This is an optimization exercise on Yosys and OpenROAD, whose aim is small area, a short achievable clock period and few clock cycles per item, not a production implementation.
Only simulation tests tie the RTL to the original design; equivalence was not proved.
Power and IR drop assume default switching activity. The flow treats the clock pin as an ideal source, which a real chip does not have.

File: flow/run.sh
#!/bin/bash
# Standard layout (the standard.sh, with its unchanged synthesis), except that clock tree
# synthesis adds no dummy loads and the port buffers start as buf_2 cells. make's output goes to
# standard_flow.log here; each step's own log is under orfs/logs.
set -euo pipefail
export CTS_ARGS="-sink_clustering_enable -repair_clock_nets -sink_clustering_size 32 -sink_clustering_max_diameter 70 -buf_list sky130_fd_sc_hd__clkbuf_16 -dont_use_dummy_load"
export BUFFER_PORTS_ARGS="-buffer_cell sky130_fd_sc_hd__buf_2"
bash standard.sh > standard_flow.log 2>&1
File: standard.sh
#!/bin/bash
# synth_recipe.tcl (not shown) runs the flow's synth.tcl, then flattens the netlist and writes it again
# the make line also repeats each setting of config.mk as NAME=value (left out here)
make -C /OpenROAD-flow-scripts/flow DESIGN_CONFIG=/design/flow/config.mk WORK_HOME=/design/flow/orfs CLKGATE_MAP_FILE= SYNTH_SCRIPT=/design/flow/synth_recipe.tcl "${@:-finish}"
File: config.mk
export PLATFORM = sky130hd
export DESIGN_NAME = mx_block_sequencer
export DESIGN_NICKNAME = mx_block_sequencer
export VERILOG_FILES = /design/flow/design.v
export SDC_FILE = /design/flow/constraint.sdc
export NUM_CORES = 4
export LEC_CHECK = 0
export CAP_MARGIN = 20
export CORE_MARGIN = 2
export CORE_UTILIZATION = 65
export CTS_BUF_LIST = sky130_fd_sc_hd__clkbuf_8
export CTS_CLUSTER_DIAMETER = 60
export CTS_CLUSTER_SIZE = 20
export GPL_ROUTABILITY_DRIVEN = 0
export PLACE_DENSITY = 0.75
export SETUP_SLACK_MARGIN = 3.0
export SLEW_MARGIN = 20
File: constraint.sdc
create_clock -name core_clock -period 5.0 [get_ports {clk}]
set_input_delay 1.0000 -clock core_clock [delete_from_list [all_inputs] [get_ports {clk}]]
set_output_delay 1.0000 -clock core_clock [all_outputs]
set_load 0.01 [all_outputs]
File: design.v
module mx_block_sequencer #(
  parameter int BLOCK_SIZE = 32,
  parameter int DATA_W     = 32,
  parameter int EXP_W      = 8
) (
  input  logic                          clk,
  input  logic                          rst,
  input  logic                          in_valid,
  output logic                          in_ready,
  input  logic [DATA_W-1:0]             in_data,
  input  logic                          flush,
  output logic                          out_valid,
  input  logic                          out_ready,
  output logic [DATA_W-1:0]             out_data,
  output logic [EXP_W-1:0]              out_scale,
  output logic                          out_last,
  output logic [$clog2(BLOCK_SIZE)-1:0] out_idx
);
  localparam int IDX_W = $clog2(BLOCK_SIZE);
  localparam int NS    = BLOCK_SIZE + 1;
  localparam int SW    = $clog2(NS);
  logic [NS-1:0][DATA_W-1:0] ring_q;
  logic [IDX_W-1:0] c_cnt_q, c_cnt_d;
  logic [EXP_W-1:0] c_max_q, c_max_d;
  logic             first_q;               
  logic [SW-1:0]    wdist_q, wdist_d;
  logic             p_vld_q, p_vld_d, p2_vld_q, p2_vld_d;
  logic [IDX_W-1:0] p_rem_q, p_rem_d;      
  logic [EXP_W-1:0] p_scale_q, p_scale_d;
  logic [IDX_W-1:0] rem_q, rem_d;          
  logic             rnz_q, rnz_d, rn1_q, rn1_d;  
  logic             efull_q, efull_d;      
  logic [SW-1:0]    rdist_q, rdist_d;
  logic              ov_q, olast_q;
  logic [DATA_W-1:0] od_q;
  logic [EXP_W-1:0]  os_q, e_scale_q;
  logic [IDX_W-1:0]  oi_q, oi_d, nb;
  logic              ir_q, ir_d;
  logic              wsel_q;               
  logic              nx_ok_q, nx_ok_d;     
  logic              nx_rd_q, nx_rd_d;     
  logic             acc, ftk, close, load, rd, start, last_rd;
  logic             ok_l, rd_l, ok_n, rd_n, occ_n, hit_np, rem_nz, cnt1, cnt0;
  logic [IDX_W-1:0] gap_q, gap_d;          
  logic [EXP_W-1:0] e_in, e_eff, new_max, p_scale_e;
  logic [IDX_W-1:0] rem_now;
  assign in_ready  = ir_q;
  assign out_valid = ov_q;
  assign out_data  = od_q;
  assign out_scale = os_q;
  assign out_last  = olast_q;
  assign out_idx   = oi_q;
  assign acc     = in_valid & ir_q;
  assign ftk     = flush & ir_q;
  assign e_in    = in_data[DATA_W-2 -: EXP_W];
  assign new_max = (acc && e_in > c_max_q) ? e_in : c_max_q;
  assign e_eff   = (e_in == '0) ? EXP_W'(1) : e_in;
  assign p_scale_e  = (first_q & ~p2_vld_q) ? c_max_q : p_scale_q;
  assign close   = (acc && c_cnt_q == IDX_W'(BLOCK_SIZE - 1)) || (ftk && (acc || c_cnt_q != '0));
  assign load    = nx_ok_q & (~ov_q | out_ready);
  assign rd      = load & nx_rd_q;
  assign start   = load & olast_q;
  assign nb      = oi_q + IDX_W'(1);
  assign oi_d    = (oi_q & ~{IDX_W{load}}) | (nb & {IDX_W{load}});
  assign rem_now = olast_q ? p_rem_q : rem_q - IDX_W'(1);
  assign last_rd = rd & (olast_q ? (p_rem_q == '0) : ~rn1_q);
  always_comb begin
    c_cnt_d = c_cnt_q;
    if (p2_vld_q)
      c_max_d = start ? EXP_W'(1) : c_max_q;
    else if (first_q)
      c_max_d = acc ? e_eff : EXP_W'(1);
    else
      c_max_d = new_max;
    wdist_d = (wdist_q == '0) ? SW'(NS - 1) : wdist_q - SW'(1);
    if (close) begin
      c_cnt_d = '0;
      wdist_d = {1'b0, ~c_cnt_q};
    end else if (acc) begin
      c_cnt_d = c_cnt_q + IDX_W'(1);
      wdist_d = '0;
    end
    p_vld_d    = p_vld_q;
    p_rem_d    = p_rem_q;
    p_scale_d  = p_scale_e;
    p2_vld_d   = p2_vld_q;
    if (start) begin
      if (p2_vld_q) begin
        p_rem_d   = '0;
        p_scale_d = c_max_q;
        p2_vld_d  = 1'b0;
      end else if (close) begin
        p_rem_d   = c_cnt_q + IDX_W'(acc) - IDX_W'(1);
      end else begin
        p_vld_d = 1'b0;
      end
    end else if (close) begin
      if (p_vld_q) begin
        p2_vld_d   = 1'b1;
      end else begin
        p_vld_d   = 1'b1;
        p_rem_d   = c_cnt_q + IDX_W'(acc) - IDX_W'(1);
      end
    end
    rem_d   = rem_q;
    rnz_d   = rnz_q;
    rn1_d   = rn1_q;
    rdist_d = (rdist_q == '0) ? SW'(NS - 1) : rdist_q - SW'(1);
    if (rd) begin
      rem_d   = rem_now;
      rnz_d   = olast_q ? (p_rem_q != '0) : rn1_q;
      rn1_d   = olast_q ? (p_rem_q != IDX_W'(1)) : (rem_q != IDX_W'(2));
      rdist_d = last_rd ? {1'b0, ~nb} : '0;
    end
    if (olast_q) begin
      ok_l = 1'b1;                             
      rd_l = p_rem_q != '0;
    end else if (nb == IDX_W'(BLOCK_SIZE - 1)) begin
      ok_l = p_vld_d & (nx_rd_q | (rdist_q == SW'(1)));
      rd_l = 1'b1;
    end else begin
      ok_l = 1'b1;                             
      rd_l = nx_rd_q & rn1_q;
    end
    if (olast_q) begin
      ok_n = p_vld_d & (rdist_q == SW'(1));
      rd_n = 1'b1;
    end else begin
      ok_n = ~nx_rd_q | (rdist_q == SW'(1));
      rd_n = nx_rd_q;
    end
    nx_ok_d = load ? ok_l : ok_n;
    nx_rd_d = load ? rd_l : rd_n;
    if (close)
      gap_d = load ? ~oi_q - IDX_W'(2) : ~oi_q - IDX_W'(1);
    else if (acc & ~load)
      gap_d = gap_q + IDX_W'(1);
    else if (load & ~acc)
      gap_d = gap_q - IDX_W'(1);
    else
      gap_d = gap_q;
    efull_d = start ? (p_rem_q == IDX_W'(BLOCK_SIZE - 1)) : efull_q;
    case ({acc, load})
      2'b00:   hit_np = (gap_q == '0) & (c_cnt_q != '0);
      2'b01:   hit_np = (gap_q == IDX_W'(1)) & (c_cnt_q != '0);
      2'b10:   hit_np = (gap_q == '1);
      default: hit_np = (gap_q == '0);
    endcase
    rem_nz = rnz_d;
    cnt1   = ~close & (acc ? (c_cnt_q == '0) : (c_cnt_q == IDX_W'(1)));
    cnt0   = close | (~acc & (c_cnt_q == '0));
    if (p_vld_d)
      occ_n = cnt1 | (cnt0 & efull_d & rem_nz);
    else
      occ_n = rem_nz & hit_np & ~close;
    ir_d = ~p2_vld_d & (close ? (c_cnt_q == IDX_W'(BLOCK_SIZE - 1)) : (acc | (wdist_q == SW'(1))))
         & ~occ_n;
  end
  always_ff @(posedge clk) begin
    for (int i = 0; i < NS - 1; i++)
      ring_q[i] <= ring_q[i+1];
    ring_q[NS-1] <= wsel_q ? in_data : ring_q[0];
    wsel_q       <= ir_d;
    od_q <= (od_q & ~{DATA_W{load}}) | (ring_q[1] & {DATA_W{nx_rd_q & load}});
    e_scale_q <= start ? p_scale_e : e_scale_q;
    os_q      <= rst ? '0 : start ? p_scale_e : e_scale_q;
    c_max_q    <= c_max_d;
    p_rem_q    <= p_rem_d;
    p_scale_q  <= p_scale_d;
    efull_q    <= efull_d;
    if (rst) begin
      c_cnt_q  <= '0;
      c_max_q  <= EXP_W'(1);
      first_q  <= 1'b0;
      wdist_q  <= SW'(1);
      p_vld_q  <= 1'b0;
      p2_vld_q <= 1'b0;
      rdist_q  <= '0;
      ov_q     <= 1'b0;
      oi_q     <= IDX_W'(BLOCK_SIZE - 1);
      olast_q  <= 1'b1;
      ir_q     <= 1'b0;
      rem_q    <= '0;
      rnz_q    <= 1'b0;
      rn1_q    <= 1'b1;
      gap_q    <= '1;
      nx_ok_q  <= 1'b0;
      nx_rd_q  <= 1'b1;
    end else begin
      c_cnt_q  <= c_cnt_d;
      first_q  <= close;
      wdist_q  <= wdist_d;
      p_vld_q  <= p_vld_d;
      p2_vld_q <= p2_vld_d;
      rdist_q  <= rdist_d;
      ov_q     <= load | (ov_q & ~out_ready);
      oi_q     <= oi_d;
      olast_q  <= oi_d == IDX_W'(BLOCK_SIZE - 1);
      ir_q     <= ir_d;
      rem_q    <= rem_d;
      rnz_q    <= rnz_d;
      rn1_q    <= rn1_d;
      gap_q    <= gap_d;
      nx_ok_q  <= nx_ok_d;
      nx_rd_q  <= nx_rd_d;
    end
  end
endmodule
==> results_dict.tcl, run 1 <==
set metrics [dict create \
    drt_iter0_markers 562 \
    period_needed_ps 2110 \
    grt_pass1_wl_mm 56.8 \
    start_util 0.656 \
    max-slew-margin-rel 0.269 \
    syn_to_final_growth_pct 11.7 \
    arrival_ps 1110 \
    vias 11200 \
    rr_endpoint "wsel_q$_DFF_P_" \
    synth_edf_count 5 \
    p_sw_frac 0.211 \
    synth.most_common_cell "dfxtp_1" \
    clkTransAtPathRegs_ps 110 \
    routedWlPerCell_um 15.5 \
    vdd_drop_max_mv 0.498 \
    synth-simple-area-share 0.0308 \
    comb_power_share 0.059 \
    ys.flop_type "dfxtp_1" \
    p_seq_frac 0.720 \
    pin_count 85 \
    overflow 0 \
    async_flop_share 0 \
    synthMuxAreaShare 0.0193 \
    fp.dieH_um 207 \
    critPathSlowestCell "dfxtp_4" \
    ys_seq_area_frac 0.877 \
    yosys-top-cells-count "dfxtp_1, nand2_1, nor2_1" \
    n_antenna_cell 0 \
    nNetsFinal 1873 \
    ys_ff_latch 1169 \
    hold_class "flop to flop" \
    dpl.hpwl_mm 19.9 \
    drc 0 \
    synth_top_family_by_area "compound AO/OA/AOI/OAI gates" \
    p_leak_nw 12.2 \
    cts_tree "done" \
    setup_viol 0 \
    core_region_area_sq_um 40700 \
    crit_required_ps 4000 \
    die-area_sq_um 42800 \
    worst_slew_pin_slew_ps 1100 \
    grt_pass1_vias 10900 \
    status "complete, no violations" \
    clock_sinks 1169 \
    synthCells 1668 \
    r2r_slack_ps 2930 \
    synth_compound_gate_area_share 0.0397 \
    h-tree-depth 2 \
    min_period_over_period 0.421 \
    synth_xor_area_frac 0.00852 \
    synth.area.top_cells "dfxtp_1, mux2_2, ha_1" \
    drive_above_1_share 0.175 \
    fin_skew_ps 75.7 \
    track_usage 0.170 \
    drt_wl_total_mm 36.3 \
    synth_top_area_share 0.872 \
    maxSlewViolCount 0 \
    path_delay_family "flip-flops" \
    crit_buf_inv 1 \
    r2r-start "c_cnt_q[1]$_SDFFE_PP0P_" \
    worstPathMaxFanout 2 \
    firstDrtPassIters 6 \
    min_to "ring_q[123]$_DFF_P_" \
    fmax_ghz 0.475 \
    dp.cells 2249 \
    hold_path_depth 0 \
    cts_made_buffers 44 \
    reg2reg_depth 9 \
    synth_cell_types 60 \
    hold_start "ring_q[155]$_DFF_P_" \
    instances_no_fill 2336 \
    postRouteAntennaNets 0 \
    worstSkewPairLatency_ps 610 \
    syn_area_sq_um 26700 \
    placementRows 74 \
    avgSynthCellArea_sq_um 16.0 \
    syn-num-nets 1735 \
    portBuffers 84 \
    crit_path_start_kind "flop" \
    cts_buffer_depth 3 \
    end_kind "primary output" \
    maxCapViolCount 0 \
    synth-adder-area-share 0.0140 \
    setup_tns_ps 0 \
    yosys.area.top_type "dfxtp_1" \
    die_w_um 207 \
    antenna_found_initial 0 \
    switchingPower_mw 3.87 \
    ys_warn_count 1 \
    via_per_inst 4.80 \
    power_frac_clock 0.221 \
    max_stage_delay_ps 370 \
    cp.depth 1 \
    path_cells "buf_6" \
    hold_viol 0 \
    grt_max_degree 47 \
    cts_root_buf "clkbuf_16" \
    p_per_area_nw_per_um2 615 \
    nFillCells 2505 \
    worstSetupPathType "flop to primary output" \
    p_int_mw 14.5 \
    rsz0062_at_grt "yes" \
]
-- worst max-delay path by stage --
| stage | slack [ps] | end | from |
|---|---|---|---|
| 6_report | 2890 | out_idx[1] | oi_q[1]$_SDFF_PP1_ |
| 5_1_grt | 2850 | out_data[14] | od_q[14]$_DFF_P_ |
| 4_1_cts | 2850 | out_idx[1] | oi_q[1]$_SDFF_PP1_ |
| 3_5_place_dp | 2030 | wdist_q[4]$_SDFF_PP0_ | rst |
| 3_3_place_gp | 2150 | wdist_q[5]$_SDFF_PP0_ | rst |
| 2_1_floorplan | 2770 | c_max_q[0]$_SDFFE_PP1P_ | in_data[29] |
-- stage by stage --
stage | hold slack (ps) | setup slack [ps] | instance area (sq um) | util | total power, mW
after global placement | 310 | 2150 | 27900 | 0.684 | 14.2
after CTS | 298 | 2850 | 29600 | 0.728 | 18.5
after detailed placement | 312 | 2030 | 27900 | 0.684 | 14.3
after global routing | 302 | 2850 | 29900 | 0.733 | 19.2
after floorplan | 310 | 2770 | 27000 | - | 13.7
final | 286 | 2890 | 29900 | 0.733 | 18.4
-- placed cells by master, fill, tap and decap left out, types with 5 or more instances in the layout --
cell       instances
a211oi_1           7
a21oi_1           35
a22o_1            33
a22oi_1            7
and2_1             9
buf_2             39
buf_4             36
buf_6             49
clkbuf_16         44
dfxtp_1         1111
dfxtp_2           41
dfxtp_4           12
edfxtp_1           5
ha_1              18
ha_4              11
inv_1             28
mux2_2            34
mux2i_1           10
nand2_1           56
nand2_2            6
nand3_1            7
nor2_1            54
nor3_1            11
o21ai_0           21
o22ai_1            5
xnor2_1           14
xor2_1            11
-- layout make-up --
class / instances / area [sq um] / area share
Clock buffer: 44 / 1100 / 0.0369
Inverter: 31 / 121 / 0.00406
Multi-Input combinational cell: 434 / 3370 / 0.113
Sequential cell: 1169 / 23500 / 0.789
Tap cell: 532 / 666 / 0.0223
Timing Repair Buffer: 126 / 1050 / 0.0352
-- registers in the layout, summed over array words and instances (netlist names), 5 cells and up --
name,flops
ring_q,1056
p_scale_q,8
wdist_q,6
od_q,32
oi_q,5
os_q,8
rdist_q,6
e_scale_q,8
gap_q,5
rem_q,5
c_max_q,8
p_rem_q,5
c_cnt_q,5
-- power by group through the flow --
stage	Sequential, mW	Clock (mW)	Combinational, mW
2_1_floorplan	13.0	0	0.735
3_3_place_gp	13.3	0	0.876
3_5_place_dp	13.4	0	0.917
4_1_cts	13.3	4.18	1.02
5_1_grt	13.5	4.47	1.18
6_report	13.2	4.06	1.08
-- logic make-up (layout without fill, tap and decap cells) --
| logic type | Yosys count | in the layout |
|---|---|---|
| AND/OR/NAND/NOR | 180 | 181 |
| XOR/XNOR | 26 | 26 |
| buffers and inverters | 67 | 201 |
| AO/OA/AOI/OAI | 150 | 151 |
| multiplexers | 46 | 46 |
| flip-flops | 1169 | 1169 |
| adder cells (fa/ha/maj) | 30 | 30 |
-- repair_timing --
item,CTS,global route
pin swaps,7,13
endpoints found under the setup margin,125,86
gates resized for setup,130,32
gates cloned,2,0
buffers inserted,29,12
hold buffers,0,0
-- routing by layer --
layer  vias to the layer above  global-route usage  part of all wire  wire (um)
met5                         -                   0                 0          0
met3                        59              0.0309             0.045       1620
met1                      5303               0.251              0.50      18300
met4                         0              0.0643             0.027        966
met2                       225               0.253              0.42      15400
li1                       5637                   -                 -          -
Testbench counts, summed over its fixed seeds: cycles 16,656, items 16,384.
==> run 2: changes to the inputs <==
==> flow/run.sh (replaced) <==
#!/bin/bash
# Standard layout (the standard.sh, with its unchanged synthesis), except that clock tree
# synthesis adds no dummy loads and the port buffers start as buf_2 cells. make's output goes to
# standard_flow.log here; each step's own log is under orfs/logs.
set -euo pipefail
export CTS_ARGS="-sink_clustering_enable -repair_clock_nets -sink_clustering_size 35 -sink_clustering_max_diameter 80 -buf_list sky130_fd_sc_hd__clkbuf_16 -dont_use_dummy_load"
export BUFFER_PORTS_ARGS="-buffer_cell sky130_fd_sc_hd__buf_2"
bash standard.sh > standard_flow.log 2>&1
==> results_dict.tcl, run 2 <==
set metrics [dict create \
    status "complete, no violations" \
    firstDrtPassIters 5 \
    placementRows 74 \
    fp.dieH_um 207 \
    holdBufCountCts 0 \
    overflow 0 \
    fin_ws_ps 2910 \
    fin_skew_ps 55.8 \
    synth_cell_types 60 \
    final_util 0.731 \
    largest_reg_flops 1056 \
    setup_viol 0 \
    nFillCells 2527 \
    via_per_inst 4.82 \
    cts_buffer_depth 3 \
    reg2reg_depth 8 \
    hold_class "flop to flop" \
    layout_common_cells "dfxtp_1, nand2_1, nor2_1" \
    maxSlewViolCount 0 \
    routedWlPerCell_um 15.5 \
    rsz0062_at_grt "yes" \
    antenna_found_initial 0 \
    track_usage 0.168 \
    ys.flop_type "dfxtp_1" \
    total_power_mw 18.2 \
    synth.area.top_cells "dfxtp_1, mux2_2, ha_1" \
    cts_tree "done" \
    portBuffers 84 \
    crit_required_ps 4000 \
    critPathSlowestCell "dfxtp_4" \
    placed_area_sq_um 27900 \
    syn-num-nets 1735 \
    fmax_ghz 0.478 \
    clock_sinks 1169 \
    maxCapViolCount 0 \
    hold_viol 0 \
    async_flop_share 0 \
    crit_path_start_kind "flop" \
    setup_tns_ps 0 \
    worstSkewPairLatency_ps 600 \
    dp.cells 2249 \
    drt_iter0_markers 532 \
    grt_pass1_wl_mm 56.2 \
    die_w_um 207 \
    yosys.area.top_type "dfxtp_1" \
    synth_edf_count 5 \
    grt_pass1_vias 10900 \
    crit_buf_inv 1 \
    hold_ws_ps 259 \
    vdd_drop_max_mv 0.379 \
    syn_to_final_growth_pct 11.4 \
    vias 11200 \
    worst_slew_pin_slew_ps 1110 \
    clkTransAtPathRegs_ps 120 \
    cts_made_buffers 40 \
    postRouteAntennaNets 0 \
    synthCells 1668 \
    nNetsFinal 1866 \
    max_stage_delay_ps 380 \
    cts_root_buf "clkbuf_16" \
    instances_no_fill 2330 \
    worstSetupPathType "flop to primary output" \
    avgSynthCellArea_sq_um 16.0 \
    drive_above_1_share 0.175 \
    drt_wl_total_mm 36.1 \
    arrival_ps 1090 \
    regMostFlops "ring_q" \
    hold_path_depth 0 \
    grt_max_degree 47 \
    core_region_area_sq_um 40700 \
    drc 0 \
    die-area_sq_um 42800 \
    p_per_area_nw_per_um2 612 \
    ys_ff_latch 1169 \
    p_leak_nw 12.2 \
    path_cells "buf_6" \
    yosys-top-cells-count "dfxtp_1, nand2_1, nor2_1" \
    syn_area_sq_um 26700 \
    start_util 0.656 \
    max-slew-margin-rel 0.260 \
    design_area_sq_um 29800 \
    ys_seq_area_frac 0.877 \
    min_period_over_period 0.418 \
    cp.depth 1 \
    layout_commonest_cell "dfxtp_1" \
    worstPathMaxFanout 2 \
    synth.most_common_cell "dfxtp_1" \
    path_delay_family "flip-flops" \
    largest_registers "ring_q x1056, od_q x32" \
    synth_top_area_share 0.872 \
    h-tree-depth 2 \
    place_ws_ps 2030 \
    pin_count 85 \
    period_needed_ps 2090 \
    dpl.hpwl_mm 19.9 \
    ys_warn_count 1 \
    end_kind "primary output" \
]
-- run 2: changes by cell type in the layout (fill, tap and decap cells not counted), sizes merged --
| cell | delta |
|---|---|
| clkbuf | -4 |
| diode | +1 |
| buf | -3 |
-- run 2: area by class of cell --
cell class / count / area [sq um] / share of cell area
diodes: 1 / 2.50 / 0.0000841
well taps: 532 / 666 / 0.0224
inverters: 31 / 121 / 0.00408
flip-flops and latches: 1169 / 23500 / 0.791
repair buffers: 123 / 1040 / 0.0351
clock buffers: 40 / 1000 / 0.0336
multi-input cells: 434 / 3380 / 0.114
-- run 2: what timing repair did --
action | in CTS | in global routing
hold endpoints to repair | 0 | 0
pin swaps | 7 | 15
endpoints found under the setup margin | 128 | 84
buffers inserted | 26 | 12
cloned | 2 | 0
gates resized for setup | 129 | 41
-- run 2: kinds of logic after synthesis --
group	after synthesis	synth area share
AO/OA/AOI/OAI	150	0.0397
multiplexers	46	0.0193
AND/OR/NAND/NOR	180	0.0308
flip-flops	1169	0.877
adder cells (fa/ha/maj)	30	0.0140
XOR/XNOR	26	0.00852
buffers and inverters	67	0.0102
-- run 2: final timing paths --
check | from | end | slack [ps]
setup / recovery | od_q[14]$_DFF_P_ | out_data[14] | 2910
setup reg to reg | c_cnt_q[1]$_SDFFE_PP0P_ | p_rem_q[1]$_DFFE_PP_ | 2970
hold reg to reg | ring_q[744]$_DFF_P_ | ring_q[712]$_DFF_P_ | 260
hold / removal | ring_q[744]$_DFF_P_ | ring_q[712]$_DFF_P_ | 260
-- run 2: power by group --
part           total [mW]  leakage (nW)  switching, mW  internal (mW)
clock network        3.91         0.493           2.45           1.46
logic                1.10          1.96          0.522          0.574
registers            13.2          9.73          0.891           12.3
total                18.2          12.2           3.86           14.4
-- run 2: routing by layer --
layer	track usage	up-vias	share of wire
met5	0	-	0
met4	0.0537	0	0.023
met3	0.0301	66	0.044
met2	0.252	202	0.43
met1	0.250	5346	0.51
li1	-	5624	-
==> run 3: changes to the inputs <==
==> flow/run.sh (replaced) <==
#!/bin/bash
# Standard layout (the standard.sh, with its unchanged synthesis), except that clock tree
# synthesis adds no dummy loads and the port buffers start as buf_2 cells. make's output goes to
# standard_flow.log here; each step's own log is under orfs/logs.
set -euo pipefail
export CTS_ARGS="-sink_clustering_enable -repair_clock_nets -sink_clustering_size 34 -sink_clustering_max_diameter 60 -buf_list sky130_fd_sc_hd__clkbuf_16 -dont_use_dummy_load"
export BUFFER_PORTS_ARGS="-buffer_cell sky130_fd_sc_hd__buf_2"
bash standard.sh > standard_flow.log 2>&1
==> results_dict.tcl, run 3 <==
set metrics [dict create \
    reg2reg_depth 8 \
    crit_buf_inv 1 \
    ys_seq_area_frac 0.877 \
    drt_wl_total_mm 36.2 \
    worstSetupPathType "flop to primary output" \
    r2r_slack_ps 2970 \
    hold_viol 0 \
    synth-simple-area-share 0.0308 \
    clkTransAtPathRegs_ps 110 \
    total_power_mw 18.4 \
    placementRows 74 \
    dpl.hpwl_mm 19.9 \
    rsz0062_at_grt "yes" \
    drc 0 \
    cts_buffer_depth 3 \
    syn-num-nets 1735 \
    fp.dieH_um 207 \
    crit_path_start_kind "flop" \
    synth_top_area_share 0.872 \
    max_stage_delay_ps 380 \
    setup_tns_ps 0 \
    regMostFlops "ring_q" \
    hold_start "ring_q[579]$_DFF_P_" \
    synth_edf_count 5 \
    final_util 0.734 \
    synth_compound_gate_area_share 0.0397 \
    cts_made_buffers 46 \
    fin_skew_ps 64.7 \
    fmax_ghz 0.474 \
    vias 11200 \
    track_usage 0.169 \
    worstPathMaxFanout 2 \
    postRouteAntennaNets 0 \
    synthMuxAreaShare 0.0193 \
    core_region_area_sq_um 40700 \
    h-tree-depth 2 \
    die_w_um 207 \
    worstSetupStartpoint "od_q[14]$_DFF_P_" \
    p_per_area_nw_per_um2 617 \
    overflow 0 \
    start_util 0.656 \
    worstSkewPairLatency_ps 610 \
    synth.area.top_cells "dfxtp_1, mux2_2, ha_1" \
    rr_endpoint "wsel_q$_DFF_P_" \
    crit_required_ps 4000 \
    design_area_sq_um 29900 \
    nNetsFinal 1870 \
    n_antenna_cell 0 \
    synthCells 1668 \
    die-area_sq_um 42800 \
    firstDrtPassIters 5 \
    cts_root_buf "clkbuf_16" \
    avgSynthCellArea_sq_um 16.0 \
    period_needed_ps 2110 \
    yosys-top-cells-count "dfxtp_1, nand2_1, nor2_1" \
    grt_pass1_vias 11000 \
    worst_slew_pin_slew_ps 1090 \
    maxCapViolCount 0 \
    setup_viol 0 \
    syn_area_sq_um 26700 \
    vdd_drop_max_mv 0.363 \
    async_flop_share 0 \
    ys_warn_count 1 \
    max-slew-margin-rel 0.273 \
    ys_ff_latch 1169 \
    largest_reg_flops 1056 \
    hold_class "flop to flop" \
    synth-adder-area-share 0.0140 \
    status "complete, no violations" \
    drt_iter0_markers 574 \
    layout_common_cells "dfxtp_1, nand2_1, nor2_1" \
    pin_count 85 \
    synth_cell_types 60 \
    min_period_over_period 0.422 \
    antenna_found_initial 0 \
    largest_registers "ring_q x1056, od_q x32" \
    end_kind "primary output" \
    via_per_inst 4.81 \
    layout_commonest_cell "dfxtp_1" \
    r2r-start "c_cnt_q[1]$_SDFFE_PP0P_" \
    synth_xor_area_frac 0.00852 \
    synth.most_common_cell "dfxtp_1" \
    ys.flop_type "dfxtp_1" \
    clock_sinks 1169 \
    path_delay_family "flip-flops" \
    min_to "ring_q[547]$_DFF_P_" \
    placed_area_sq_um 27900 \
    drive_above_1_share 0.176 \
    hold_path_depth 0 \
    grt_max_degree 47 \
    routedWlPerCell_um 15.5 \
    grt_pass1_wl_mm 56.6 \
    cts_tree "done" \
    p_leak_nw 12.2 \
    arrival_ps 1110 \
    synth_top_family_by_area "compound AO/OA/AOI/OAI gates" \
    yosys.area.top_type "dfxtp_1" \
    maxSlewViolCount 0 \
    path_cells "buf_6" \
    critPathSlowestCell "dfxtp_4" \
    syn_to_final_growth_pct 11.9 \
    portBuffers 84 \
]
[run 3: cell count changes in the layout (fill, tap and decap cells not counted), moves of 2 or more]
cell,previous run,this run
buf_4,29,31
ha_2,0,2
clkbuf_16,40,46
a21oi_2,3,1
a21oi_1,33,35
buf_6,53,49
[run 3: area by class of cell]
class                           count  area, sq um
Clock buffer                       46         1150
Fill cell                        2500        10800
Inverter                           31          121
Multi-Input combinational cell    434         3400
Sequential cell                  1169        23500
Tap cell                          532          666
Timing Repair Buffer              121         1020
[run 3: what timing repair did]
action	CTS	global route
hold buffers	0	0
endpoints found under the hold margin	0	0
buffers inserted	27	9
pin swaps	10	14
endpoints found under the setup margin	125	84
cloned	2	0
resized for setup	130	38
[run 3: layer usage]
metal,wire (um),track usage
met3,1620,0.0330
met1,18000,0.244
met4,905,0.0613
met2,15600,0.258
met5,0,0
[run 3: cell families (layout without fill, tap and decap cells)]
kind of cell | Yosys count | count (layout)
buffers and inverters | 67 | 198
AND/OR/NAND/NOR | 180 | 181
multiplexers | 46 | 46
XOR/XNOR | 26 | 26
flip-flops | 1169 | 1169
AO/OA/AOI/OAI | 150 | 151
adder cells (fa/ha/maj) | 30 | 30
[run 3: stage by stage]
stage	hold WS, ps	cells	setup WS (ps)
floorplan	310	1668	2770
global placement	310	2249	2150
detailed placement	312	2249	2030
CTS	257	2324	2850
global route	250	2333	2850
finish	254	2333	2890
[run 3: worst register-to-register path, cell delays in order, from the launching register on]
cell      delay, ps
dfxtp_4         380
ha_4            170
and3_4          180
ha_4            160
a21oi_4         290
a211oi_1        100
or3_1           370
o31ai_2         110
a211oi_2        110
[run 3: worst max path at each step]
| stage | end | cells after the start |
|---|---|---|
| global route | out_data[14] | 1 |
| detailed placement | wdist_q[4]$_SDFF_PP0_ | 4 |
| CTS | out_data[15] | 1 |
| global placement | wdist_q[5]$_SDFF_PP0_ | 4 |
| floorplan | c_max_q[0]$_SDFFE_PP1P_ | 6 |
| finish | out_data[14] | 1 |
[run 3: power breakdown]
part           switching, mW  total [mW]  leakage (nW)  internal (mW)
clock network           2.49        4.15         0.567           1.66
logic                  0.511        1.08          1.94          0.572
registers              0.895        13.2          9.73           12.3
total                   3.89        18.4          12.2           14.6
==> run 4: changes to the inputs <==
==> flow/run.sh (replaced) <==
#!/bin/bash
# Standard layout (the standard.sh, with its unchanged synthesis), except that clock tree
# synthesis adds no dummy loads and the port buffers start as buf_2 cells. make's output goes to
# standard_flow.log here; each step's own log is under orfs/logs.
set -euo pipefail
export CTS_ARGS="-sink_clustering_enable -repair_clock_nets -sink_clustering_size 35 -sink_clustering_max_diameter 70 -buf_list sky130_fd_sc_hd__clkbuf_16 -dont_use_dummy_load"
export BUFFER_PORTS_ARGS="-buffer_cell sky130_fd_sc_hd__buf_2"
bash standard.sh > standard_flow.log 2>&1
==> results_dict.tcl, run 4 <==
set metrics [dict create \
    drive_above_1_share 0.176 \
    portBuffers 84 \
    fmax_ghz 0.478 \
    vdd_drop_max_mv 0.412 \
    clkTransAtPathRegs_ps 120 \
    postRouteAntennaNets 0 \
    synth.most_common_cell "dfxtp_1" \
    min_period_over_period 0.418 \
    yosys-top-cells-count "dfxtp_1, nand2_1, nor2_1" \
    start_util 0.656 \
    placementRows 74 \
    firstDrtPassIters 5 \
    worstSetupPathType "flop to primary output" \
    antenna_found_initial 0 \
    avgSynthCellArea_sq_um 16.0 \
    grt_pass1_vias 10800 \
    worst_slew_pin_slew_ps 1100 \
    hold_path_depth 0 \
    ys_seq_area_frac 0.877 \
    crit_required_ps 4000 \
    worstSetupStartpoint "od_q[15]$_DFF_P_" \
    hold_class "flop to flop" \
    ys_warn_count 1 \
    track_usage 0.168 \
    worstSkewPairLatency_ps 580 \
    synth_cell_types 60 \
    setup_viol 0 \
    cts_root_buf "clkbuf_16" \
    yosys.area.top_type "dfxtp_1" \
    layout_common_cells "dfxtp_1, nand2_1, nor2_1" \
    ys.flop_type "dfxtp_1" \
    grt_pass1_wl_mm 56.3 \
    maxCapViolCount 0 \
    fin_ws_ps 2910 \
    via_per_inst 4.81 \
    end_kind "primary output" \
    grt_max_degree 47 \
    p_leak_nw 12.2 \
    overflow 0 \
    synth_compound_gate_area_share 0.0397 \
    die-area_sq_um 42800 \
    arrival_ps 1090 \
    fp.dieH_um 207 \
    fin_skew_ps 51.7 \
    max_stage_delay_ps 380 \
    holdBufCountCts 0 \
    nNetsFinal 1873 \
    dpl.hpwl_mm 19.9 \
    async_flop_share 0 \
    crit_buf_inv 1 \
    synth_top_area_share 0.872 \
    die_w_um 207 \
    regMostFlops "ring_q" \
    worstPathMaxFanout 2 \
    largest_reg_flops 1056 \
    vias 11200 \
    pin_count 85 \
    p_per_area_nw_per_um2 611 \
    drt_wl_total_mm 35.9 \
    period_needed_ps 2090 \
    drt_iter0_markers 556 \
    synth_edf_count 5 \
    syn-num-nets 1735 \
    r2r-start "c_cnt_q[1]$_SDFFE_PP0P_" \
    total_power_mw 18.3 \
    layout_commonest_cell "dfxtp_1" \
    routedWlPerCell_um 15.4 \
    reg2reg_depth 9 \
    n_antenna_cell 0 \
    synth-simple-area-share 0.0308 \
    ys_ff_latch 1169 \
    drc 0 \
    path_delay_family "flip-flops" \
    status "complete, no violations" \
    synthCells 1668 \
    hold_start "ring_q[1015]$_DFF_P_" \
    setup_tns_ps 0 \
    crit_path_start_kind "flop" \
    cp.depth 1 \
    synth_xor_area_frac 0.00852 \
    syn_area_sq_um 26700 \
    synth-adder-area-share 0.0140 \
    max-slew-margin-rel 0.267 \
    path_cells "buf_6" \
    synth_top_family_by_area "compound AO/OA/AOI/OAI gates" \
    cts_made_buffers 42 \
    cts_buffer_depth 3 \
    syn_to_final_growth_pct 11.7 \
    synth.area.top_cells "dfxtp_1, mux2_2, ha_1" \
    maxSlewViolCount 0 \
    place_ws_ps 2030 \
    synthMuxAreaShare 0.0193 \
    largest_registers "ring_q x1056, od_q x32" \
    core_region_area_sq_um 40700 \
    clock_sinks 1169 \
    cts_tree "done" \
    rsz0062_at_grt "yes" \
    h-tree-depth 2 \
    critPathSlowestCell "dfxtp_4" \
    hold_viol 0 \
]
[run 4: changes by cell type in the layout (fill, tap and decap cells not counted), sizes merged]
cell,change
buf,+7
clkbuf,-4
[run 4: area by class of cell]
type | instances | area (sq um)
Sequential cell | 1169 | 23500
Clock buffer | 42 | 1050
Fill cell | 2513 | 10900
Inverter | 31 | 121
Tap cell | 532 | 666
Timing Repair Buffer | 128 | 1090
Multi-Input combinational cell | 434 | 3390
[run 4: metal layers]
layer  up-vias  GRT usage  part of all wire
met5         -          0                 0
met4         0     0.0550             0.022
met3        60     0.0317             0.043
met2       192      0.253              0.43
met1      5337      0.248              0.51
li1       5639          -                 -
[run 4: logic make-up after synthesis]
logic type	after synthesis
flops	1169
simple gates	180
compound gates	150
buf+inv	67
mux	46
fa+ha+maj	30
xor+xnor	26
[run 4: timing repair]
item / in CTS / in global routing
pin swaps: 7 / 17
buffers inserted: 27 / 16
gates cloned: 2 / 0
endpoints found under the setup margin: 127 / 87
resized for setup: 130 / 43
[run 4: final timing paths]
path	to	slack, ps
worst max register to register	wsel_q$_DFF_P_	2940
worst min-delay path	ring_q[983]$_DFF_P_	280
worst max-delay path	out_data[15]	2910
worst min register to register	ring_q[983]$_DFF_P_	280
[run 4: power breakdown]
group          internal [mW]  switching [mW]
logic                  0.572           0.517
clock network           1.53            2.43
registers               12.3           0.889
[run 4: metrics by stage]
stage,util,cells,area (sq um),hold slack (ps)
global route,0.733,2336,29900,284
global placement,0.684,2249,27900,310
floorplan,-,1668,27000,310
detailed placement,0.684,2249,27900,312
CTS,0.726,2320,29600,279
finish,0.733,2336,29900,281
==> run 5: changes to the inputs <==
==> flow/run.sh (replaced) <==
#!/bin/bash
# Standard layout (the standard.sh, with its unchanged synthesis), except that clock tree
# synthesis adds no dummy loads and the port buffers start as buf_2 cells. make's output goes to
# standard_flow.log here; each step's own log is under orfs/logs.
set -euo pipefail
export CTS_ARGS="-sink_clustering_enable -repair_clock_nets -sink_clustering_size 33 -sink_clustering_max_diameter 75 -buf_list sky130_fd_sc_hd__clkbuf_16 -dont_use_dummy_load"
export BUFFER_PORTS_ARGS="-buffer_cell sky130_fd_sc_hd__buf_2"
bash standard.sh > standard_flow.log 2>&1
==> results_dict.tcl, run 5 <==
set metrics [dict create \
    status "complete, no violations" \
    fin_skew_ps 59.2 \
    antenna_found_initial 0 \
    p_per_area_nw_per_um2 615 \
    cts_root_buf "clkbuf_16" \
    setup_tns_ps 0 \
    firstDrtPassIters 5 \
    instances_no_fill 2328 \
    total_power_mw 18.3 \
    die-area_sq_um 42800 \
    synth_top_area_share 0.872 \
    synth.most_common_cell "dfxtp_1" \
    design_area_sq_um 29800 \
    grt_pass1_vias 11000 \
    async_flop_share 0 \
    synth.area.top_cells "dfxtp_1, mux2_2, ha_1" \
    portBuffers 84 \
    nNetsFinal 1864 \
    yosys-top-cells-count "dfxtp_1, nand2_1, nor2_1" \
    worst_slew_pin_slew_ps 1070 \
    drt_wl_total_mm 36.2 \
    crit_path_start_kind "flop" \
    grt_pass1_wl_mm 56.5 \
    worstSetupStartpoint "od_q[14]$_DFF_P_" \
    syn-num-nets 1735 \
    hold_class "flop to flop" \
    pin_count 85 \
    core_region_area_sq_um 40700 \
    maxSlewViolCount 0 \
    max_stage_delay_ps 380 \
    track_usage 0.169 \
    synth_top_family_by_area "compound AO/OA/AOI/OAI gates" \
    path_cells "buf_6" \
    fmax_ghz 0.476 \
    hold_start "ring_q[155]$_DFF_P_" \
    path_delay_family "flip-flops" \
    worstSetupPathType "flop to primary output" \
    max-slew-margin-rel 0.288 \
    synthCells 1668 \
    end_kind "primary output" \
    arrival_ps 1100 \
    min_period_over_period 0.420 \
    overflow 0 \
    hold_viol 0 \
    crit_required_ps 4000 \
    vdd_drop_max_mv 0.398 \
    postRouteAntennaNets 0 \
    h-tree-depth 2 \
    ys_seq_area_frac 0.877 \
    synth_edf_count 5 \
    cts_made_buffers 43 \
    p_leak_nw 12.2 \
    avgSynthCellArea_sq_um 16.0 \
    dpl.hpwl_mm 19.9 \
    dp.cells 2249 \
    r2r-start "c_cnt_q[0]$_SDFFE_PP0P_" \
    rsz0062_at_grt "yes" \
    hold_ws_ps 292 \
    ys.flop_type "dfxtp_1" \
    syn_to_final_growth_pct 11.6 \
    synth_compound_gate_area_share 0.0397 \
    drt_iter0_markers 575 \
    synth-adder-area-share 0.0140 \
    routedWlPerCell_um 15.5 \
    largest_reg_flops 1056 \
    via_per_inst 4.81 \
    synth_cell_types 60 \
    layout_common_cells "dfxtp_1, nand2_1, nor2_1" \
    maxCapViolCount 0 \
    ys_warn_count 1 \
    period_needed_ps 2100 \
    ys_ff_latch 1169 \
    crit_buf_inv 1 \
    place_ws_ps 2030 \
    synth_xor_area_frac 0.00852 \
    fin_ws_ps 2900 \
    cts_tree "done" \
    synthMuxAreaShare 0.0193 \
    setup_viol 0 \
    placementRows 74 \
    yosys.area.top_type "dfxtp_1" \
    largest_registers "ring_q x1056, od_q x32" \
    worstSkewPairLatency_ps 600 \
    cts_buffer_depth 3 \
    critPathSlowestCell "dfxtp_4" \
    drive_above_1_share 0.176 \
    syn_area_sq_um 26700 \
    final_util 0.732 \
    grt_max_degree 47 \
    layout_commonest_cell "dfxtp_1" \
    clkTransAtPathRegs_ps 110 \
    regMostFlops "ring_q" \
    clock_sinks 1169 \
    start_util 0.656 \
    die_w_um 207 \
    fp.dieH_um 207 \
    worstPathMaxFanout 2 \
    synth-simple-area-share 0.0308 \
    vias 11200 \
    placed_area_sq_um 27900 \
    drc 0 \
]
==> run 5: cell type report <==
cell class / count / area [sq um]
multi-input combinational: 434 / 3430
tap: 532 / 666
clock buffer: 43 / 1080
fill: 2475 / 10900
antenna: 1 / 2.50
sequential: 1169 / 23500
inverter: 31 / 121
timing repair buffer: 118 / 992
==> run 5: path summary, 6_finish.rpt <==
kind                            depth (start not counted)                   to  slack (ps)
worst max register to register                          8      ir_q$_SDFF_PP0_        2970
worst min register to register                          0  ring_q[123]$_DFF_P_         290
worst max-delay path                                    1         out_data[14]        2900
worst min-delay path                                    0  ring_q[123]$_DFF_P_         290
==> run 5: where the power goes <==
group          total [mW]  internal [mW]  switching [mW]  leakage [nW]
sequential           13.2           12.3           0.894          9.73
combinational        1.09          0.572           0.520          1.94
clock                4.03           1.56            2.46         0.530
==> run 5: what timing repair did <==
action / 4_1_cts / 5_1_grt
gates cloned: 2 / 0
pin swaps: 8 / 18
hold buffers: 0 / 0
buffers inserted: 27 / 6
endpoints found under the setup margin: 125 / 83
resized for setup: 132 / 41
==> run 5: per-layer routing <==
metal / wire length, um / global-route usage / up-vias
li1: - / - / 5613
met1: 18100 / 0.247 / 5337
met2: 15600 / 0.258 / 192
met3: 1710 / 0.0314 / 57
met4: 736 / 0.0557 / 0
met5: 0 / 0 / -
==> run 5: kinds of logic after synthesis <==
logic type	after synthesis
buffers and inverters	67
AOI/OAI and AO/OA	150
xor gates and xnor gates	26
and+or+nand+nor	180
adders and majority gates	30
muxes	46
DFF	1169
==> run 6: changes to the inputs <==
==> flow/run.sh (replaced) <==
#!/bin/bash
# Standard layout (the standard.sh, with its unchanged synthesis), except that clock tree
# synthesis adds no dummy loads and the port buffers start as buf_2 cells. make's output goes to
# standard_flow.log here; each step's own log is under orfs/logs.
set -euo pipefail
export CTS_ARGS="-sink_clustering_enable -repair_clock_nets -sink_clustering_size 30 -sink_clustering_max_diameter 70 -buf_list sky130_fd_sc_hd__clkbuf_16 -dont_use_dummy_load"
export BUFFER_PORTS_ARGS="-buffer_cell sky130_fd_sc_hd__buf_2"
bash standard.sh > standard_flow.log 2>&1
==> results_dict.tcl, run 6 <==
set metrics [dict create \
    fin_skew_ps 37.9 \
    ys_warn_count 1 \
    total_power_mw 18.5 \
    status "complete, no violations" \
    hold_viol 0 \
    avgSynthCellArea_sq_um 16.0 \
    drc 0 \
    firstDrtPassIters 5 \
    ys.flop_type "dfxtp_1" \
    vias 11300 \
    antenna_found_initial 0 \
    postRouteAntennaNets 0 \
    ys_ff_latch 1169 \
    grt_pass1_wl_mm 57.0 \
    n_antenna_cell 0 \
    path_delay_family "flip-flops" \
    largest_registers "ring_q x1056, od_q x32" \
    worst_slew_pin_slew_ps 1100 \
    fmax_ghz 0.479 \
    multi_input_area_sq_um 3400 \
    ys_seq_area_frac 0.877 \
    portBuffers 84 \
    async_flop_share 0 \
    hold_ws_ps 300 \
    routedWlPerCell_um 15.6 \
    grt_pass1_vias 11100 \
    cts_made_buffers 46 \
    synth.most_common_cell "dfxtp_1" \
    synth_cell_types 60 \
    via_per_inst 4.82 \
    p_leak_nw 12.3 \
    syn_area_sq_um 26700 \
    placementRows 74 \
    max-slew-margin-rel 0.266 \
    drt_wl_total_mm 36.6 \
    crit_buf_inv 1 \
    regMostFlops "ring_q" \
    track_usage 0.170 \
    seqCellArea_sq_um 23600 \
    maxCapViolCount 0 \
    layout_commonest_cell "dfxtp_1" \
    path_cells "buf_6" \
    synth_edf_count 5 \
    die-area_sq_um 42800 \
    vdd_drop_max_mv 0.407 \
    dpl.hpwl_mm 19.9 \
    pin_count 85 \
    worstSetupPathType "flop to primary output" \
    worstSkewPairLatency_ps 600 \
    clock_sinks 1169 \
    dp.cells 2249 \
    synthCells 1668 \
    nNetsFinal 1881 \
    arrival_ps 1090 \
    worstPathMaxFanout 2 \
    drt_iter0_markers 580 \
    syn_to_final_growth_pct 12.3 \
    setup_viol 0 \
    min_period_over_period 0.418 \
    clkTransAtPathRegs_ps 100 \
    place_ws_ps 2030 \
    core_region_area_sq_um 40700 \
    setup_tns_ps 0 \
    r2r_slack_ps 2940 \
    cts_root_buf "clkbuf_16" \
    critPathSlowestCell "dfxtp_4" \
    p_per_area_nw_per_um2 616 \
    cts_buffer_depth 3 \
    crit_path_start_kind "flop" \
    fin_ws_ps 2910 \
    drive_above_1_share 0.181 \
    synth.area.top_cells "dfxtp_1, mux2_2, ha_1" \
    synth_top_area_share 0.872 \
    max_stage_delay_ps 370 \
    placed_area_sq_um 27900 \
    instances_no_fill 2344 \
    syn-num-nets 1735 \
    final_util 0.737 \
    end_kind "primary output" \
    largest_reg_flops 1056 \
    crit_required_ps 4000 \
    yosys-top-cells-count "dfxtp_1, nand2_1, nor2_1" \
    layout_common_cells "dfxtp_1, nand2_1, nor2_1" \
    fp.dieH_um 207 \
    die_w_um 207 \
    hold_class "flop to flop" \
    maxSlewViolCount 0 \
    overflow 0 \
    grt_max_degree 47 \
    yosys.area.top_type "dfxtp_1" \
    start_util 0.656 \
    rsz0062_at_grt "yes" \
    period_needed_ps 2090 \
    h-tree-depth 2 \
    nFillCells 2479 \
    cts_tree "done" \
    design_area_sq_um 30000 \
]
[run 6: cell count changes in the layout (fill, tap and decap cells not counted), moves of 2 or more]
cell and change:
buf_6 +2, buf_4 +10, buf_12 +2, a211oi_1 +2
clkbuf_16 +3, a211oi_2 -2
[run 6: where the power goes]
part           internal, mW  switching [mW]  leakage (nW)
clock network          1.66            2.48         0.567
logic                 0.593           0.529          2.02
registers              12.3           0.896          9.73
total                  14.6            3.90          12.3
[run 6: area by class of cell]
class / count / share of cell area
repair buffers: 132 / 0.0376
flip-flops and latches: 1169 / 0.785
inverters: 31 / 0.00404
multi-input cells: 434 / 0.113
clock buffers: 46 / 0.0384
well taps: 532 / 0.0222
[run 6: layer usage]
metal | vias up | global-route usage | wire (um)
met4 | 0 | 0.0646 | 957
met2 | 217 | 0.256 | 15800
li1 | 5653 | - | -
met3 | 59 | 0.0320 | 1680
met5 | - | 0 | 0
met1 | 5376 | 0.248 | 18100
[run 6: path summary, 6_finish.rpt]
kind / startpoint / to / cells past startpoint
worst max-delay path: od_q[15]$_DFF_P_ / out_data[15] / 1
worst min-delay path: ring_q[155]$_DFF_P_ / ring_q[123]$_DFF_P_ / 0
worst max register to register: c_cnt_q[1]$_SDFFE_PP0P_ / wsel_q$_DFF_P_ / 9
worst min register to register: ring_q[155]$_DFF_P_ / ring_q[123]$_DFF_P_ / 0
[run 6: kinds of logic after synthesis]
family | synth area share
muxes | 0.0193
and+or+nand+nor | 0.0308
adders and majority gates | 0.0140
xor gates and xnor gates | 0.00852
buffers and inverters | 0.0102
DFF | 0.877
AOI/OAI and AO/OA | 0.0397
[run 6: timing repair]
action	4_1_cts	5_1_grt
setup buffers	30	17
hold buffers	0	0
cloned	2	0
gates resized for setup	129	41
setup endpoints to repair	124	83
pin swaps	7	16
==> run 7: changes to the inputs <==
--- a/config.mk
+++ b/config.mk
@@ -6,4 +6,5 @@
 export NUM_CORES = 4
 export LEC_CHECK = 0
+export ABC_AREA = 1
 export CAP_MARGIN = 20
 export CORE_MARGIN = 2
==> results_dict.tcl, run 7 <==
set metrics [dict create \
    status "complete, no violations" \
    reg2reg_depth 7 \
    p_sw_frac 0.217 \
    holdBufCountCts 0 \
    instances_no_fill 2428 \
    synth.most_common_cell "dfxtp_1" \
    synthCells 1765 \
    overflow 0 \
    worst_slew_pin_slew_ps 582 \
    r2r-start "ov_q$_SDFF_PP0_" \
    vdd_drop_max_mv 0.399 \
    worstSkewPairLatency_ps 600 \
    yosys.area.top_type "dfxtp_1" \
    layout_common_cells "dfxtp_1, nand2_1, inv_1" \
    hold_viol 0 \
    grt_pass1_wl_mm 59.5 \
    portBuffers 84 \
    min_to "ring_q[467]$_DFF_P_" \
    drt_wl_total_mm 36.5 \
    clock_sinks 1169 \
    setup_tns_ps 0 \
    hold_class "flop to flop" \
    ys.flop_type "dfxtp_1" \
    synth_edf_count 5 \
    crit_path_start_kind "flop" \
    p_per_area_nw_per_um2 637 \
    die-area_sq_um 43100 \
    drc 0 \
    min_period_over_period 0.417 \
    nNetsFinal 1965 \
    dpl.hpwl_mm 21.1 \
    r2r_slack_ps 3150 \
    die_w_um 208 \
    synth_top_area_share 0.865 \
    largest_reg_flops 1056 \
    path_delay_family "flip-flops" \
    drt_iter0_markers 562 \
    drive_above_1_share 0.163 \
    ys_warn_count 1 \
    period_needed_ps 2080 \
    grt_pass1_vias 11600 \
    routedWlPerCell_um 15.0 \
    crit_buf_inv 1 \
    critPathSlowestCell "dfxtp_4" \
    p_leak_nw 12.6 \
    rr_endpoint "p_rem_q[3]$_DFFE_PP_" \
    hold_start "ring_q[499]$_DFF_P_" \
    cts_tree "done" \
    maxCapViolCount 0 \
    p_int_mw 14.9 \
    fin_ws_ps 2920 \
    maxSlewViolCount 0 \
    start_util 0.659 \
    crit_required_ps 4000 \
    power_frac_clock 0.218 \
    syn-num-nets 1832 \
    fp.dieH_um 208 \
    path_cells "buf_6" \
    h-tree-depth 2 \
    worstSetupPathType "flop to primary output" \
    comb_power_share 0.066 \
    core_region_area_sq_um 40900 \
    arrival_ps 1080 \
    layout_commonest_cell "dfxtp_1" \
    ys_ff_latch 1169 \
    clkTransAtPathRegs_ps 90 \
    pin_count 85 \
    avgSynthCellArea_sq_um 15.3 \
    worstPathMaxFanout 1 \
    cts_buffer_depth 3 \
    postRouteAntennaNets 0 \
    ys_seq_area_frac 0.870 \
    end_kind "primary output" \
    firstDrtPassIters 5 \
    grt_max_degree 47 \
    syn_to_final_growth_pct 10.6 \
    cts_root_buf "clkbuf_16" \
    vias 11400 \
    via_per_inst 4.69 \
    hold_path_depth 0 \
    synth.area.top_cells "dfxtp_1, nand2_1, ha_1" \
    nFillCells 2525 \
    place_ws_ps 2320 \
    final_util 0.728 \
    rsz0062_at_grt "yes" \
    regMostFlops "ring_q" \
    syn_area_sq_um 27000 \
    antenna_found_initial 1 \
    switchingPower_mw 4.11 \
    cts_made_buffers 46 \
    yosys-top-cells-count "dfxtp_1, nand2_1, inv_1" \
    fin_skew_ps 38.3 \
    max_stage_delay_ps 380 \
    synth_cell_types 46 \
    p_seq_frac 0.716 \
    n_antenna_cell 0 \
    max-slew-margin-rel 0.608 \
    dp.cells 2355 \
    async_flop_share 0 \
    track_usage 0.172 \
    largest_registers "ring_q x1056, od_q x32" \
    setup_viol 0 \
    placementRows 74 \
    fmax_ghz 0.480 \
]
[run 7: changes by cell type after synthesis, sizes merged, moves of 14 or more]
cell / previous run / this run
nand2: 63 / 138
inv: 30 / 81
nand3: 7 / 42
clkbuf: 21 / 6
o21ai: 24 / 39
or2: 0 / 14
[run 7: layout make-up]
class,instances,area (sq um),area share
Sequential cell,1169,23500,0.790
Clock buffer,46,1150,0.0386
Tap cell,532,666,0.0223
Multi-Input combinational cell,489,3220,0.108
Inverter,82,314,0.0105
Timing Repair Buffer,110,918,0.0308
[run 7: worst max-delay path by stage]
stage                             startpoint                       to  slack (ps)  cells after the start
after floorplan                  in_data[24]  c_max_q[3]$_SDFFE_PP0P_        2970                     11
after global placement                   rst    rem_q[4]$_SDFFE_PP0P_        2420                      4
after detailed placement           out_ready    rem_q[2]$_SDFFE_PP0P_        2320                      7
after CTS                 os_q[0]$_SDFF_PP0_             out_scale[0]        2860                      1
after global routing      os_q[0]$_SDFF_PP0_             out_scale[0]        2860                      1
final                     os_q[0]$_SDFF_PP0_             out_scale[0]        2920                      1
[run 7: kinds of logic (layout without fill, tap and decap cells)]
group,count (synthesis),in the layout,share of synthesized area
compound gates,146,146,0.0362
xor+xnor,20,20,0.00650
fa+ha+maj,30,30,0.0139
buf+inv,109,238,0.0169
flops,1169,1169,0.870
mux,25,25,0.0104
simple gates,266,268,0.0459
[run 7: power by group through the flow]
| stage | Sequential (mW) | Clock [mW] | Combinational [mW] |
|---|---|---|---|
| 2_1_floorplan | 13.3 | 0 | 0.855 |
| 3_3_place_gp | 13.7 | 0 | 1.09 |
| 3_5_place_dp | 13.8 | 0 | 1.14 |
| 4_1_cts | 13.7 | 4.26 | 1.22 |
| 5_1_grt | 13.9 | 4.57 | 1.40 |
| 6_report | 13.6 | 4.13 | 1.25 |
[run 7: repair_timing]
item / 4_1_cts / 5_1_grt
endpoints found under the setup margin: 60 / 86
buffers inserted: 20 / 5
cloned: 0 / 2
gates resized for setup: 112 / 8
pin swaps: 0 / 3
[run 7: through the flow]
step	power [mW]	hold WS (ps)	area [sq um]
detailed placement	14.9	312	28000
global route	19.9	300	29800
CTS	19.1	294	29700
global placement	14.8	310	28000
finish	19.0	290	29800
floorplan	14.2	310	27100
[run 7: routing by layer]
metal  track usage  share of wire  vias to the layer above
li1              -              -                     5813
met1         0.243           0.49                     5351
met2         0.267           0.44                      171
met3        0.0419          0.042                       61
met4        0.0496          0.021                        0
met5             0              0                        -
==> run 8: changes to the inputs <==
--- a/flow/run.sh
+++ b/flow/run.sh
@@ -1,5 +1,6 @@
 #!/bin/bash
 # Standard layout (the standard.sh, with its unchanged synthesis), except that clock tree
-# synthesis adds no dummy loads and the port buffers start as buf_2 cells. make's output goes to
+# synthesis builds the tree from clkbuf_16 cells over clusters of up to 30 flip-flops and adds
+# no dummy loads, and the port buffers start as buf_2 cells. make's output goes to
 # standard_flow.log here; each step's own log is under orfs/logs.
 set -euo pipefail
--- a/config.mk
+++ b/config.mk
@@ -14,5 +14,5 @@
 export CTS_CLUSTER_SIZE = 20
 export GPL_ROUTABILITY_DRIVEN = 0
-export PLACE_DENSITY = 0.75
+export PLACE_DENSITY = 0.7
 export SETUP_SLACK_MARGIN = 3.0
 export SLEW_MARGIN = 20
==> results_dict.tcl, run 8 <==
set metrics [dict create \
    status "complete, no violations" \
    async_flop_share 0 \
    cts_buffer_depth 3 \
    hold_ws_ps 272 \
    maxCapViolCount 0 \
    p_int_mw 14.9 \
    largest_registers "ring_q x1056, od_q x32" \
    syn_to_final_growth_pct 10.7 \
    switchingPower_mw 4.07 \
    hold_viol 0 \
    worst_slew_pin_slew_ps 569 \
    fin_skew_ps 66.6 \
    p_per_area_nw_per_um2 635 \
    clkTransAtPathRegs_ps 100 \
    placementRows 74 \
    avgSynthCellArea_sq_um 15.3 \
    maxSlewViolCount 0 \
    p_leak_nw 12.6 \
    ys_seq_area_frac 0.870 \
    comb_power_share 0.066 \
    nFillCells 2637 \
    fin_ws_ps 2920 \
    largest_reg_flops 1056 \
    place_ws_ps 2260 \
    path_delay_family "flip-flops" \
    vias 11300 \
    vdd_drop_max_mv 0.409 \
    crit_path_start_kind "flop" \
    drt_wl_total_mm 35.1 \
    instances_no_fill 2429 \
    p_seq_frac 0.715 \
    yosys-top-cells-count "dfxtp_1, nand2_1, inv_1" \
    h-tree-depth 2 \
    synth_edf_count 5 \
    yosys.area.top_type "dfxtp_1" \
    p_sw_frac 0.215 \
    dpl.hpwl_mm 20.3 \
    portBuffers 84 \
    max-slew-margin-rel 0.620 \
    max_stage_delay_ps 360 \
    drt_iter0_markers 530 \
    crit_buf_inv 1 \
    r2r-start "c_cnt_q[1]$_SDFFE_PP0P_" \
    postRouteAntennaNets 0 \
    period_needed_ps 2080 \
    grt_pass1_vias 11200 \
    ys_ff_latch 1169 \
    cts_made_buffers 46 \
    hold_start "ring_q[644]$_DFF_P_" \
    reg2reg_depth 12 \
    track_usage 0.163 \
    power_frac_clock 0.219 \
    worstPathMaxFanout 2 \
    synth_cell_types 46 \
    syn-num-nets 1832 \
    setup_tns_ps 0 \
    antenna_found_initial 0 \
    min_to "ring_q[612]$_DFF_P_" \
    routedWlPerCell_um 14.4 \
    fp.dieH_um 208 \
    layout_commonest_cell "dfxtp_1" \
    path_cells "buf_6" \
    cts_root_buf "clkbuf_16" \
    holdBufCountCts 0 \
    firstDrtPassIters 5 \
    placed_area_sq_um 28000 \
    arrival_ps 1080 \
    worstSetupPathType "flop to primary output" \
    design_area_sq_um 29800 \
    die-area_sq_um 43100 \
    hold_class "flop to flop" \
    synthCells 1765 \
    ys_warn_count 1 \
    cts_tree "done" \
    synth.most_common_cell "dfxtp_1" \
    nNetsFinal 1966 \
    n_antenna_cell 0 \
    rsz0062_at_grt "yes" \
    drive_above_1_share 0.165 \
    core_region_area_sq_um 40900 \
    syn_area_sq_um 27000 \
    grt_pass1_wl_mm 56.8 \
    ys.flop_type "dfxtp_1" \
    clock_sinks 1169 \
    start_util 0.659 \
    synth.area.top_cells "dfxtp_1, nand2_1, ha_1" \
    worstSkewPairLatency_ps 600 \
    critPathSlowestCell "dfxtp_2" \
    r2r_slack_ps 3100 \
    min_period_over_period 0.416 \
    die_w_um 208 \
    overflow 0 \
    crit_required_ps 4000 \
    grt_max_degree 48 \
    final_util 0.729 \
    end_kind "primary output" \
    pin_count 85 \
    rr_endpoint "gap_q[0]$_SDFFE_PP1P_" \
    total_power_mw 18.9 \
    via_per_inst 4.67 \
    dp.cells 2355 \
    hold_path_depth 0 \
    regMostFlops "ring_q" \
    layout_common_cells "dfxtp_1, nand2_1, inv_1" \
    drc 0 \
    synth_top_area_share 0.865 \
    setup_viol 0 \
    fmax_ghz 0.481 \
]
## run 8: cell count changes in the layout (fill, tap and decap cells not counted), sizes merged
cell  delta
buf      +1
## run 8: layout make-up
type	instances	area, sq um	area share
Clock buffer	46	1150	0.0386
Inverter	82	319	0.0107
Multi-Input combinational cell	489	3250	0.109
Sequential cell	1169	23500	0.789
Tap cell	532	666	0.0223
Timing Repair Buffer	111	923	0.0309
## run 8: per-layer routing
| metal | GRT usage | share of wire | vias to the layer above | wire length [um] |
|---|---|---|---|---|
| met5 | 0 | 0 | - | 0 |
| met4 | 0.0626 | 0.025 | 0 | 861 |
| met3 | 0.0336 | 0.039 | 60 | 1350 |
| met2 | 0.239 | 0.42 | 145 | 14800 |
| met1 | 0.240 | 0.51 | 5298 | 18000 |
| li1 | - | - | 5829 | - |
## run 8: timing repair
action	CTS	global route
gates resized for setup	107	18
hold endpoints to repair	0	0
setup endpoints to repair	67	71
cloned	1	1
buffers inserted	22	4
pin swaps	2	6
## run 8: how the worst max path moves through the flow
stage / from / end / cells after the start
CTS: od_q[2]$_DFF_P_ / out_data[2] / 1
finish: od_q[11]$_DFF_P_ / out_data[11] / 1
floorplan: in_data[24] / c_max_q[3]$_SDFFE_PP0P_ / 11
global placement: out_ready / p_rem_q[3]$_DFFE_PP_ / 8
global route: od_q[6]$_DFF_P_ / out_data[6] / 1
detailed placement: out_ready / rem_q[2]$_SDFFE_PP0P_ / 7
## run 8: logic make-up (layout without fill, tap and decap cells)
kind of cell	after synthesis	after routing	synth area share
flops	1169	1169	0.870
simple gates	266	268	0.0459
compound gates	146	146	0.0362
buf+inv	109	239	0.0169
fa+ha+maj	30	30	0.0139
mux	25	25	0.0104
xor+xnor	20	20	0.00650
## run 8: power by group through the flow
stage | combinational (mW) | clock, mW | sequential (mW)
floorplan | 0.855 | 0 | 13.3
detailed placement | 1.15 | 0 | 13.7
finish | 1.25 | 4.14 | 13.5
global placement | 1.11 | 0 | 13.7
global route | 1.40 | 4.54 | 13.9
CTS | 1.24 | 4.26 | 13.6
## run 8: worst reg2reg max path, cell delays in order (launching register included)
cell and delay, ps:
dfxtp_1 430, ha_4 160, nand2_1 50, nor2_1 120
ha_2 190, inv_2 50, o21ai_4 190, nand2_4 120
buf_4 170, nand2_1 50, o21ai_0 80, a21oi_1 120
o21ai_1 90
==> run 9: changes to the inputs <==
--- a/config.mk
+++ b/config.mk
@@ -14,5 +14,5 @@
 export CTS_CLUSTER_SIZE = 20
 export GPL_ROUTABILITY_DRIVEN = 0
-export PLACE_DENSITY = 0.7
+export PLACE_DENSITY = 0.75
 export SETUP_SLACK_MARGIN = 3.0
 export SLEW_MARGIN = 20
==> results_dict.tcl, run 9 <==
set metrics [dict create \
    status "complete, no violations" \
    drive_above_1_share 0.163 \
    max-slew-margin-rel 0.608 \
    hold_viol 0 \
    start_util 0.659 \
    p_int_mw 14.9 \
    worstSetupPathType "flop to primary output" \
    synth_top_area_share 0.865 \
    period_needed_ps 2080 \
    hold_class "flop to flop" \
    placementRows 74 \
    pin_count 85 \
    comb_power_share 0.066 \
    syn-num-nets 1832 \
    cts_tree "done" \
    synth_cell_types 46 \
    nFillCells 2525 \
    cts_made_buffers 46 \
    synth.area.top_cells "dfxtp_1, nand2_1, ha_1" \
    avgSynthCellArea_sq_um 15.3 \
    crit_buf_inv 1 \
    track_usage 0.172 \
    vdd_drop_max_mv 0.399 \
    overflow 0 \
    place_ws_ps 2320 \
    max_stage_delay_ps 380 \
    yosys-top-cells-count "dfxtp_1, nand2_1, inv_1" \
    dp.cells 2355 \
    p_per_area_nw_per_um2 637 \
    p_sw_frac 0.217 \
    rsz0062_at_grt "yes" \
    crit_required_ps 4000 \
    syn_area_sq_um 27000 \
    firstDrtPassIters 5 \
    regMostFlops "ring_q" \
    antenna_found_initial 1 \
    syn_to_final_growth_pct 10.6 \
    ys_warn_count 1 \
    layout_commonest_cell "dfxtp_1" \
    layout_common_cells "dfxtp_1, nand2_1, inv_1" \
    grt_pass1_vias 11600 \
    nNetsFinal 1965 \
    vias 11400 \
    synth_edf_count 5 \
    p_leak_nw 12.6 \
    via_per_inst 4.69 \
    largest_registers "ring_q x1056, od_q x32" \
    worstPathMaxFanout 1 \
    instances_no_fill 2428 \
    clkTransAtPathRegs_ps 90 \
    ys_seq_area_frac 0.870 \
    drc 0 \
    fin_ws_ps 2920 \
    routedWlPerCell_um 15.0 \
    synth.most_common_cell "dfxtp_1" \
    setup_tns_ps 0 \
    async_flop_share 0 \
    path_cells "buf_6" \
    portBuffers 84 \
    fp.dieH_um 208 \
    n_antenna_cell 0 \
    arrival_ps 1080 \
    ys.flop_type "dfxtp_1" \
    hold_ws_ps 290 \
    ys_ff_latch 1169 \
    critPathSlowestCell "dfxtp_4" \
    grt_pass1_wl_mm 59.5 \
    drt_wl_total_mm 36.5 \
    power_frac_clock 0.218 \
    fin_skew_ps 38.3 \
    fmax_ghz 0.480 \
    yosys.area.top_type "dfxtp_1" \
    clock_sinks 1169 \
    cts_buffer_depth 3 \
    final_util 0.728 \
    maxSlewViolCount 0 \
    grt_max_degree 47 \
    dpl.hpwl_mm 21.1 \
    min_period_over_period 0.417 \
    switchingPower_mw 4.11 \
    crit_path_start_kind "flop" \
    core_region_area_sq_um 40900 \
    p_seq_frac 0.716 \
    end_kind "primary output" \
    cts_root_buf "clkbuf_16" \
    worst_slew_pin_slew_ps 582 \
    worstSkewPairLatency_ps 600 \
    largest_reg_flops 1056 \
    drt_iter0_markers 562 \
    h-tree-depth 2 \
    path_delay_family "flip-flops" \
    maxCapViolCount 0 \
    setup_viol 0 \
    synthCells 1765 \
    die-area_sq_um 43100 \
    postRouteAntennaNets 0 \
    die_w_um 208 \
]
[run 9: final timing paths]
path / from / endpoint / slack [ps] / cells past startpoint
worst min register to register: ring_q[499]$_DFF_P_ / ring_q[467]$_DFF_P_ / 290 / 0
worst max register to register: ov_q$_SDFF_PP0_ / p_rem_q[3]$_DFFE_PP_ / 3150 / 7
worst max-delay path: os_q[0]$_SDFF_PP0_ / out_scale[0] / 2920 / 1
worst min-delay path: ring_q[499]$_DFF_P_ / ring_q[467]$_DFF_P_ / 290 / 0
[run 9: power groups by stage]
stage / Combinational, mW / Clock (mW) / Sequential (mW)
after global routing: 1.40 / 4.57 / 13.9
after floorplan: 0.855 / 0 / 13.3
after CTS: 1.22 / 4.26 / 13.7
final: 1.25 / 4.13 / 13.6
after global placement: 1.09 / 0 / 13.7
after detailed placement: 1.14 / 0 / 13.8
[run 9: final cells by class]
cell class	count	area, sq um	area share
Sequential cell	1169	23500	0.790
Multi-Input combinational cell	489	3220	0.108
Clock buffer	46	1150	0.0386
Timing Repair Buffer	110	918	0.0308
Tap cell	532	666	0.0223
Inverter	82	314	0.0105
[run 9: layer usage]
metal / track usage / wire [um] / up-vias
li1: - / - / 5813
met1: 0.243 / 18000 / 5351
met2: 0.267 / 16200 / 171
met3: 0.0419 / 1540 / 61
met4: 0.0496 / 782 / 0
met5: 0 / 0 / -
[run 9: through the flow]
stage | instance area [sq um] | power [mW]
after floorplan | 27100 | 14.2
after global placement | 28000 | 14.8
after detailed placement | 28000 | 14.9
after CTS | 29700 | 19.1
after global routing | 29800 | 19.9
final | 29800 | 19.0
[run 9: repair_timing]
| item | 4_1_cts | 5_1_grt |
|---|---|---|
| resized for setup | 112 | 8 |
| hold buffers | 0 | 0 |
| setup buffers | 20 | 5 |
| pin swaps | 0 | 3 |
| gates cloned | 0 | 2 |
| setup endpoints to repair | 60 | 86 |
[run 9: cell families after synthesis]
family / share of synthesized area
flip-flops: 0.870
AND/OR/NAND/NOR: 0.0459
AO/OA/AOI/OAI: 0.0362
buffers and inverters: 0.0169
adder cells (fa/ha/maj): 0.0139
multiplexers: 0.0104
XOR/XNOR: 0.00650

Setup slack of run 9, layout unchanged: 2.916 ns with ideal ports, 2.863 ns with driving cells assumed (clock clkbuf_16, inputs buf_2), 2.487 ns with port delays also shifted by the 0.625 ns mid clock arrival.
